Source: an optimization exercise on an open RTL-to-GDS flow (aim: small area). Production flows keep margins and buffers that such runs may drop.
In this exercise RTL edits were held to simulation tests only and were not proved equivalent to the original. The clock port is modelled as an ideal driver; clocking choices that lean on that would not hold on a real chip.

## rvCoreTop
module rvCoreTop (
  input  wire         clk,
  input  wire         reset,
  output wire         wb_cyc,
  output wire         wb_stb,
  output wire         wb_we,
  output wire [31:0]  wb_adr,
  output wire [31:0]  wb_dat_w,
  output wire [3:0]   wb_sel,
  input  wire [31:0]  wb_dat_r,
  input  wire         wb_ack,
  output wire [63:0]  retired_count
);
For scale: ~2300 cells after synthesis, about 670 flip-flops, ~170 I/O pins, ~22000 um^2 of cells after synthesis.
Settings: LEC_CHECK=0, ABC_AREA=1, CAP_MARGIN=20, CORE_MARGIN=2, CORE_UTILIZATION=40, CTS_BUF_LIST=sky130_fd_sc_hd__clkbuf_4, SLEW_MARGIN=20; clock period 10.0 ns.
standard.sh (not shown) runs the stock make flow with config.mk's settings and CLKGATE_MAP_FILE= SYNTH_SCRIPT=/design/flow/synth_recipe.tcl, a recipe that flattens the netlist after the stock synthesis.
==> flow/flow/run.sh <==
#!/bin/bash
# Standard layout with small port buffers and a lean clock tree.
set -euo pipefail
cd "$(dirname "$0")/.."
export BUFFER_PORTS_ARGS="-buffer_cell sky130_fd_sc_hd__buf_1"
export CTS_ARGS="-sink_clustering_enable -repair_clock_nets -dont_use_dummy_load -buf_list sky130_fd_sc_hd__clkbuf_4"
bash standard.sh > standard_make.log 2>&1
The starting point passed the timing, design-rule and antenna checks.
Edit:
--- a/flow/flow/run.sh
+++ b/flow/flow/run.sh
@@ -6 +6 @@
-export CTS_ARGS="-sink_clustering_enable -repair_clock_nets -dont_use_dummy_load -buf_list sky130_fd_sc_hd__clkbuf_4"
+export CTS_ARGS="-sink_clustering_enable -repair_clock_nets -dont_use_dummy_load -buf_list sky130_fd_sc_hd__clkbuf_16 -sink_clustering_size 18 -sink_clustering_max_diameter 50"
ABC_AREA = unset   (was 1)
CTS_BUF_LIST = unset   (was sky130_fd_sc_hd__clkbuf_4)
Result: Clock-buffer cell count drops by 108. Non-clock buffer count increases by 14. Hold slack gains 0.035 ns. Die area drops by about 2.2%.
Edit:
==> flow/run.sh (new file) <==
#!/bin/bash
# synth_recipe.tcl (not shown) runs the flow's synth.tcl, then flattens the netlist and writes it again
# the make line also repeats each setting of config.mk as NAME=value (left out here)
make -C /OpenROAD-flow-scripts/flow DESIGN_CONFIG=/design/flow/config.mk WORK_HOME=/design/flow/orfs CLKGATE_MAP_FILE= SYNTH_SCRIPT=/design/flow/synth_recipe.tcl finish
ABC_AREA = 1   (was unset)
CTS_BUF_LIST = sky130_fd_sc_hd__clkbuf_4   (was unset)
removed: flow/flow/run.sh
removed: flow/standard.sh
After rerunning:
- routed wire length went up by about 17%
- maximum frequency went up by 16%
- worst setup slack improves by 0.85 ns
- clock skew went down by 0.020 ns
- die area went up by about 2.3%

* * *

rvCoreTop, a different RTL version from the one above (not shown whole).
Size in the first run: about 1,600 cells after synthesis, about 170 I/O pins.
clock: 10.0 ns
lec_check: 0
cap_margin: 20
core_margin: 2
core_utilization: 40
slew_margin: 20
==> flow/flow/run.sh <==
#!/bin/bash
# Layout flow: the standard ORFS flow (standard.sh) with three changes.
#  1. After the standard synthesis, the gates between the flip-flops are
#     re-mapped by ABC for area (flow/remap.tcl; four seeds, the smallest kept). Every flip-flop keeps its
#     instance name, cell type and output net. If anything about that step
#     fails or changes a flip-flop, the standard netlist is used unchanged.
#  2. Port buffers use the smallest buffer cell (every port still gets one).
#  3. The clock tree uses clkbuf_16 with larger sink clusters and no dummy loads.
# Logs: synth_make.log, remap_yosys.log, finish_make.log here; ORFS's own logs
# under orfs/logs.
set -uo pipefail
cd "$(dirname "$0")/.."
export BUFFER_PORTS_ARGS="-buffer_cell sky130_fd_sc_hd__buf_1"
export CTS_ARGS="-sink_clustering_enable -repair_clock_nets -dont_use_dummy_load -buf_list sky130_fd_sc_hd__clkbuf_16 -sink_clustering_size 30 -sink_clustering_max_diameter 100"

bash standard.sh synth > synth_make.log 2>&1 || exit 1

R=orfs/results/${FLOW_PLATFORM:-sky130hd}/rvCoreTop/base
NET=$R/1_2_yosys.v
YOSYS=${FLOW_HOME:-/OpenROAD-flow-scripts/flow}/../tools/install/yosys/bin/yosys
[[ -x $YOSYS ]] || YOSYS=yosys
LIB=${FLOW_HOME:-/OpenROAD-flow-scripts/flow}/platforms/sky130hd/lib/sky130_fd_sc_hd__tt_025C_1v80.lib
cp $NET remap_standard.v
flops() { grep -oE "^\s*(sky130_fd_sc_hd__|KEEP_)(dfxtp_1|edfxtp_1)\s+\S+" "$1" | sed -E 's/KEEP_/sky130_fd_sc_hd__/; s/^\s+//; s/\s+/ /g' | sort; }
ok=0
if ! grep -qE "^\s*sky130_fd_sc_hd__(df|edf|sdf|sedf|dl[xr]|dfb|dfr|dfs)\w*\s" <(sed -E 's/^(\s*)sky130_fd_sc_hd__(dfxtp_1|edfxtp_1)(\s)/\1KEEP/' $NET); then
  sed -E 's/^(\s*)sky130_fd_sc_hd__(dfxtp_1|edfxtp_1)(\s)/\1KEEP_\2\3/' remap_standard.v > remap_in.v
  DU=$(sed -n '/DONT_USE_CELLS/,/^#/p' ${FLOW_HOME:-/OpenROAD-flow-scripts/flow}/platforms/sky130hd/config.mk | grep -oE "sky130_fd_sc_hd__\w+" | tr '\n' ' ')
  # Four ABC runs with different random seeds, in parallel; keep the smallest.
  for seed in 0 1 2 3; do
    echo "strash; dc2; &get -n; &deepsyn -T 40 -S $seed; &put; dc2; &get -n; &deepsyn -T 40 -S $((seed + 4)); &put; dch -f; amap -F 20 -A 50" > remap_$seed.abc
    REMAP_LIB=$LIB REMAP_IN=remap_in.v REMAP_STUBS=flow/keep_stubs.v REMAP_OUT=remap_out_$seed.v \
      REMAP_ABC=remap_$seed.abc REMAP_TOP=${FLOW_TOP:-rvCoreTop} REMAP_DONT_USE="$DU" \
      timeout 900 $YOSYS -c flow/remap.tcl > remap_yosys_$seed.log 2>&1 &
  done
  wait
  best=""; best_area=""
  for seed in 0 1 2 3; do
    a=$(grep -E "Chip area for module" remap_yosys_$seed.log | tail -1 | awk '{print $NF}')
    if [[ -n "$a" && -s remap_out_$seed.v ]] && grep -q "^End of script" remap_yosys_$seed.log; then
      if [[ -z "$best" ]] || awk -v x="$a" -v y="$best_area" 'BEGIN{exit !(x < y)}'; then best=$seed; best_area=$a; fi
    fi
  done
  echo "remap: areas $(grep -hE "Chip area for module" remap_yosys_*.log | awk '{print $NF}' | tr '\n' ' '); best seed $best" > remap_yosys.log
  if [[ -n "$best" ]]; then
    sed -E 's/^(\s*)KEEP_(dfxtp_1|edfxtp_1)(\s)/\1sky130_fd_sc_hd__\2\3/' remap_out_$best.v > remap_final.v
    if cmp -s <(flops remap_standard.v) <(flops remap_final.v) && [[ $(flops remap_final.v | wc -l) -gt 0 ]] \
       && ! grep -q "KEEP_" remap_final.v; then
      ok=1
    fi
  fi
fi
if [[ $ok == 1 ]]; then
  echo "remap: using the re-mapped netlist" >> remap_yosys.log
  cp remap_final.v $NET
  touch $NET
else
  echo "remap: keeping the standard netlist" >> remap_yosys.log
fi

bash standard.sh finish > finish_make.log 2>&1
==> flow/flow/remap.tcl <==
# Re-map the combinational logic of the standard synthesis netlist for area.
# Every flip-flop instance is kept as it is (same name, same cell, same output
# net); only the gates between them are rebuilt by ABC from the cells' logic
# functions. The flip-flops come in renamed to KEEP_<cell> (see run.sh) so that
# they stay black boxes here.
yosys -import
set lib $::env(REMAP_LIB)
read_liberty -ignore_miss_func $lib
read_verilog $::env(REMAP_STUBS)
read_verilog $::env(REMAP_IN)
hierarchy -top $::env(REMAP_TOP)
flatten
# Hide every net name but the ports' and the flip-flop outputs', so that the
# ports and registers keep naming their nets after re-mapping.
yosys select -set ports $::env(REMAP_TOP)/i:* $::env(REMAP_TOP)/o:* %u
yosys "select -set qnets $::env(REMAP_TOP)/t:KEEP_* %x:+\[Q\] $::env(REMAP_TOP)/w:* %i"
yosys rename -hide $::env(REMAP_TOP)/w:* @ports @qnets %u %d
yosys select -clear
opt -purge
set dont_use {}
foreach c $::env(REMAP_DONT_USE) { lappend dont_use -dont_use $c }
abc -liberty $lib {*}$dont_use -script $::env(REMAP_ABC)
opt_clean -purge
read_liberty -lib -overwrite -ignore_miss_func $lib
splitnets
opt_clean -purge
hilomap -singleton -hicell sky130_fd_sc_hd__conb_1 HI -locell sky130_fd_sc_hd__conb_1 LO
insbuf -buf sky130_fd_sc_hd__buf_4 A X
check -assert
stat -liberty $lib
write_verilog -noattr -nohex -nodec -selected $::env(REMAP_OUT)
Other scripts of this flow, unchanged in this note and not shown: flow/flow/keep_stubs.v
The baseline completed without violations.
Change:
==> flow/flow/run.sh (replaced) <==
#!/bin/bash
# Layout flow: the standard ORFS flow (standard.sh) with three changes.
#  1. After the standard synthesis, the gates between the flip-flops are
#     re-mapped by ABC for area (flow/remap.tcl). Every flip-flop keeps its
#     instance name, cell type and output net. If anything about that step
#     fails or changes a flip-flop, the standard netlist is used unchanged.
#  2. Port buffers use the smallest buffer cell (every port still gets one).
#  3. The clock tree uses clkbuf_16 with larger sink clusters and no dummy loads.
# Logs: synth_make.log, remap_yosys.log, finish_make.log here; ORFS's own logs
# under orfs/logs.
set -uo pipefail
cd "$(dirname "$0")/.."
export BUFFER_PORTS_ARGS="-buffer_cell sky130_fd_sc_hd__buf_1"
export CTS_ARGS="-sink_clustering_enable -repair_clock_nets -dont_use_dummy_load -buf_list sky130_fd_sc_hd__clkbuf_16 -sink_clustering_size 34 -sink_clustering_max_diameter 60"

bash standard.sh synth > synth_make.log 2>&1 || exit 1

R=orfs/results/${FLOW_PLATFORM:-sky130hd}/rvCoreTop/base
NET=$R/1_2_yosys.v
YOSYS=${FLOW_HOME:-/OpenROAD-flow-scripts/flow}/../tools/install/yosys/bin/yosys
[[ -x $YOSYS ]] || YOSYS=yosys
LIB=${FLOW_HOME:-/OpenROAD-flow-scripts/flow}/platforms/sky130hd/lib/sky130_fd_sc_hd__tt_025C_1v80.lib
cp $NET remap_standard.v
flops() { grep -oE "^\s*(sky130_fd_sc_hd__|KEEP_)(dfxtp_1|edfxtp_1)\s+\S+" "$1" | sed -E 's/KEEP_/sky130_fd_sc_hd__/; s/^\s+//; s/\s+/ /g' | sort; }
ok=0
if ! grep -qE "^\s*sky130_fd_sc_hd__(df|edf|sdf|sedf|dl[xr]|dfb|dfr|dfs)\w*\s" <(sed -E 's/^(\s*)sky130_fd_sc_hd__(dfxtp_1|edfxtp_1)(\s)/\1KEEP/' $NET); then
  sed -E 's/^(\s*)sky130_fd_sc_hd__(dfxtp_1|edfxtp_1)(\s)/\1KEEP_\2\3/' remap_standard.v > remap_in.v
  DU=$(sed -n '/DONT_USE_CELLS/,/^#/p' ${FLOW_HOME:-/OpenROAD-flow-scripts/flow}/platforms/sky130hd/config.mk | grep -oE "sky130_fd_sc_hd__\w+" | tr '\n' ' ')
  if REMAP_LIB=$LIB REMAP_IN=remap_in.v REMAP_STUBS=flow/keep_stubs.v REMAP_OUT=remap_out.v \
     REMAP_ABC=flow/area.abc REMAP_TOP=${FLOW_TOP:-rvCoreTop} REMAP_DONT_USE="$DU" \
     $YOSYS -c flow/remap.tcl > remap_yosys.log 2>&1; then
    sed -E 's/^(\s*)KEEP_(dfxtp_1|edfxtp_1)(\s)/\1sky130_fd_sc_hd__\2\3/' remap_out.v > remap_final.v
    if cmp -s <(flops remap_standard.v) <(flops remap_final.v) && [[ $(flops remap_final.v | wc -l) -gt 0 ]] \
       && ! grep -q "KEEP_" remap_final.v; then
      ok=1
    fi
  fi
fi
if [[ $ok == 1 ]]; then
  echo "remap: using the re-mapped netlist" >> remap_yosys.log
  cp remap_final.v $NET
  touch $NET
else
  echo "remap: keeping the standard netlist" >> remap_yosys.log
fi

bash standard.sh finish > finish_make.log 2>&1
==> flow/flow/area.abc (new file) <==
strash; dc2; &get -n; &deepsyn -T 30; &put; dc2; &get -n; &deepsyn -T 30 -S 3; &put; dch -f; amap
Settings changed: CORE_UTILIZATION 40 to 60, PLACE_DENSITY set to 0.85.
Effect: Core utilization came out higher by 23 points; worst hold slack loses 0.024 ns; wire length came out higher by about 2.6%; design area came out higher by about 0.35%; register-to-register slack gains 0.04 ns; die area came out lower by about 32%.

## re-timing with driven ports
In the flow no input, the clock included, has a driving cell. The finished layouts below were timed again as built, in two steps. Step 1, drivers: a clkbuf_16 drives clk and a buf_2 each remaining input, both assumed. Step 2 also shifts input and output timing later by t, the mid clock arrival at the registers, as if the neighbouring blocks saw the same clock. Slacks: ideal / step 1 / step 2; pairs: ideal / step 1.
run	t (ns)	slack for setup (ns)	worst setup path after step 2	clock arrival spread, ns	worst register clock-pin slew, ns
the first run of note 1	0.956	4.547 / 4.547 / 4.547	register to register	0.099 / 0.100	0.07 / 0.07
the second run of note 1	0.623	3.721 / 3.721 / 3.721	register to register	0.083 / 0.083	0.07 / 0.07
the third run of note 1	0.990	4.567 / 4.567 / 4.567	register to register	0.065 / 0.065	0.08 / 0.08
the first run of note 2	0.633	1.082 / 1.082 / 1.082	register to register	0.095 / 0.095	0.12 / 0.12
the second run of note 2	0.580	1.123 / 1.123 / 1.123	register to register	0.082 / 0.082	0.12 / 0.12
After both steps setup and hold are still met in every run listed.
